This is an optimization exercise on Yosys and OpenROAD, whose aim is small area, a short achievable clock period and few clock cycles per item, not a production implementation. In this exercise RTL edits were held to simulation tests only and were not proved equivalent to the original.

== JK ==
// rect_polar_converter_top
module rect_polar_converter_top #(
	parameter int CORDIC_STAGES = 16,
	parameter int VALUE_WIDTH = 16
) (
	input  logic                         clk,
	input  logic                         arst_n,
	input  logic                         in_valid,
	output logic                         in_ready,
	input  logic                         mode,
	input  logic signed [VALUE_WIDTH-1:0] first_value,
	input  logic signed [VALUE_WIDTH-1:0] second_value,
	output logic                         out_valid,
	input  logic                         out_ready,
	output logic signed [VALUE_WIDTH:0]   first_result,
	output logic signed [VALUE_WIDTH-1:0] second_result
);
Size: ~14000 cells after synthesis, ~140000 um2 of cells after synthesis.
clock: 7.5 ns
lec_check: 0
cap_margin: 20
core_margin: 2
core_utilization: 40
cts_cluster_diameter: 100
cts_cluster_size: 30
setup_slack_margin: 4.5
slew_margin: 20
tns_end_percent: 0
run.sh (not shown) runs the stock make flow with config.mk's settings and CLKGATE_MAP_FILE= SYNTH_SCRIPT=/design/flow/synth_recipe.tcl, a recipe that flattens the netlist after the stock synthesis.
Testbench counts of JK, summed over its fixed seeds: cycles 8,160, items 8,000.
Here is what was changed in the inputs of MS compared with JK.
Settings: removing CTS_CLUSTER_SIZE (formerly 30); removing CTS_CLUSTER_DIAMETER (formerly 100).
--- outcome ---
Looking at number of logic stages on the critical path including buffering, MS sits 4 above JK.
Comparing JK and MS, the lower clock buffer and inverter area fraction after layout was measured on JK.
Lower final routed wire length divided by cell count among JK and MS: JK
Of JK and MS, JK shows the lower via count, with MS above it.
Delta(final layout net count, MS - JK) > 0
Min number of global-route vias before repair across JK and MS: JK
The origin of the worst setup path comes out g_rot[1].u_stage.ccw_out in one run and g_rot[10].u_stage.ccw_out in the other, namely in JK and MS respectively.
Compared JK against MS; area used by multi-input combinational logic within noise.
Diff JK and MS: area growth from synthesis to final layout lower in JK
Relative to JK, the final cell count measured on MS has increased slightly.
### MS -> AL
Settings: PLACE_DENSITY newly set to 0.75.
[summary]
- AL | status: complete | timing, DRC, antenna: pass
- Final core utilization across MS and AL: no real change.
- Between MS and AL, the difference in slack of the worst reg-to-reg path is negligible.
- Between AL and MS, the final-layout clock-cell area share figures differ only marginally.
- MS -> AL: area of all sequential standard cells flat
Input-level comparison between TR and AL:
Settings: an added CTS_BUF_LIST of sky130_fd_sc_hd__clkbuf_8; a deleted PLACE_DENSITY that had been 0.75.
[summary]
- Going from AL to TR, top achievable clock speed shrank by a few percent.
- TR reports its end point of the critical path as cy1[9] while AL reports g_rot[3].u_stage.y_out[25].
- Delta (TR minus AL): clock latency of the later-clocked register in the worst-skew pair picked up an extra 180 ps, final clock period utilization by the worst path picked up an extra 1.3 points, routability congestion estimate from global placement lost 0.051.
- TR completed end to end with timing, DRC and antenna clean.
- Area growth from synthesis to final layout in TR vs AL: down 1.2 points
- TR against AL: critical path depth decreased by 3 relative to the old numbers, final cell count increased by 166 relative to the old numbers, total wire length increased by 5.6% relative to the old numbers.
Edits applied to the flow inputs when going from TR to PW:
Settings: CTS_CLUSTER_DIAMETER newly set to 80; CTS_BUF_LIST removed (was sky130_fd_sc_hd__clkbuf_8); CTS_CLUSTER_SIZE newly set to 20.
Findings:
- Taking TR as the reference point, the final period utilization of PW falls by 0.92 points.
- Diff TR -> PW: fraction of layout instances using a drive strength above 1 moved down, final routed wirelength across all metal layers moved down.
- Re critical path depth: TR and PW aren't equal, and the higher value belongs to PW.
- Changes observed in PW relative to TR: non-clock buffer instance count of the final layout went up about 10%; final cell count went down about 1.7%.
- Relative to TR, the register fraction of the total cell area of PW is higher by 0.23 points.
- The setup slack of PW is larger than that of TR.

* * *

Setup of lane 1:
rect_polar_converter_top, a different RTL version from the one above (not shown whole).
Size: roughly 1900 flip-flops, ~72 I/O pins, about 150000 sq um of cells after synthesis.
==> flow/config.mk <==
export PLATFORM = sky130hd
export DESIGN_NAME = rect_polar_converter_top
export DESIGN_NICKNAME = rect_polar_converter_top
export VERILOG_FILES = /design/flow/design.v
export SDC_FILE = /design/flow/constraint.sdc
export NUM_CORES = 4
export LEC_CHECK = 0
export CAP_MARGIN = 20
export CORE_MARGIN = 2
export CORE_UTILIZATION = 40
export SLEW_MARGIN = 20
==> flow/constraint.sdc <==
create_clock -name core_clock -period 7.5 [get_ports {clk}]
set_input_delay 1.5000 -clock core_clock [delete_from_list [all_inputs] [get_ports {clk}]]
set_output_delay 1.5000 -clock core_clock [all_outputs]
set_load 0.01 [all_outputs]
Lane 1: full flow OK, the timing, design-rule and antenna checks passed
Testbench counts of lane 1, summed over its fixed seeds: cycles 8,160, items 8,000.
The inputs of lane 2 differ from those of lane 1 as listed below.
Settings: SETUP_SLACK_MARGIN now 4.5, previously not set; TNS_END_PERCENT now 0, previously not set.
==> run notes <==
- Data arrival time of the critical path in lane 2 is 1.09 ns below lane 1.
- Run comparison: lane 2 beginning of the critical path g_rot[8].u_stage.y_out[32]$_DFFE_PN_; lane 1 beginning of the critical path g_rot[3].u_stage.mode_out$_DFFE_PN_
- | relative slew slack | lower: lane 1 |
- Final area went up by a few percent going from lane 1 to lane 2.
- [compare] base=lane 1 new=lane 2: global-route wire length before repair went up; global placement routability congestion saw a decrease.
- Comparing lane 1 against lane 2, there is no change at all in count of final hold-check violations.
- The higher routed wire length of lane 1 and lane 2 is in lane 2.

==> static timing again, ports no longer ideal <==
Ports are ideal in the flow. The routed layouts listed here were re-timed in OpenROAD. Step 1 sets driving cells, clkbuf_16 on the clock port and buf_2 on the other inputs (assumed; they add their load-dependent delay and slew). Step 2 also shifts input and output timing later by t, the mid clock arrival at the registers, as if the neighbouring blocks saw the same clock. Slacks: ideal ports / drivers / drivers and shift; pairs: ideal ports / drivers.
run	shift t [ns]	setup slack, ns	worst setup path at the end	clock arrival spread, ns
JK	0.919	3.702 / 3.661 / 3.702	register to register	0.068 / 0.068
MS	0.986	3.755 / 3.755 / 3.755	register to register	0.089 / 0.089
AL	0.988	3.751 / 3.751 / 3.745	input to register	0.106 / 0.106
TR	1.155	3.657 / 3.657 / 3.657	register to register	0.100 / 0.099
PW	0.957	3.726 / 3.726 / 3.726	register to register	0.083 / 0.083
lane 1	0.993	2.205 / 2.123 / 2.205	register to register	0.092 / 0.092
lane 2	0.993	3.461 / 3.461 / 3.461	register to register	0.097 / 0.098
After both steps every run listed still meets setup and hold. For AL, which loses most, drivers alone change the setup slack by 0.000 ns; drivers and shift together by -0.006 ns.
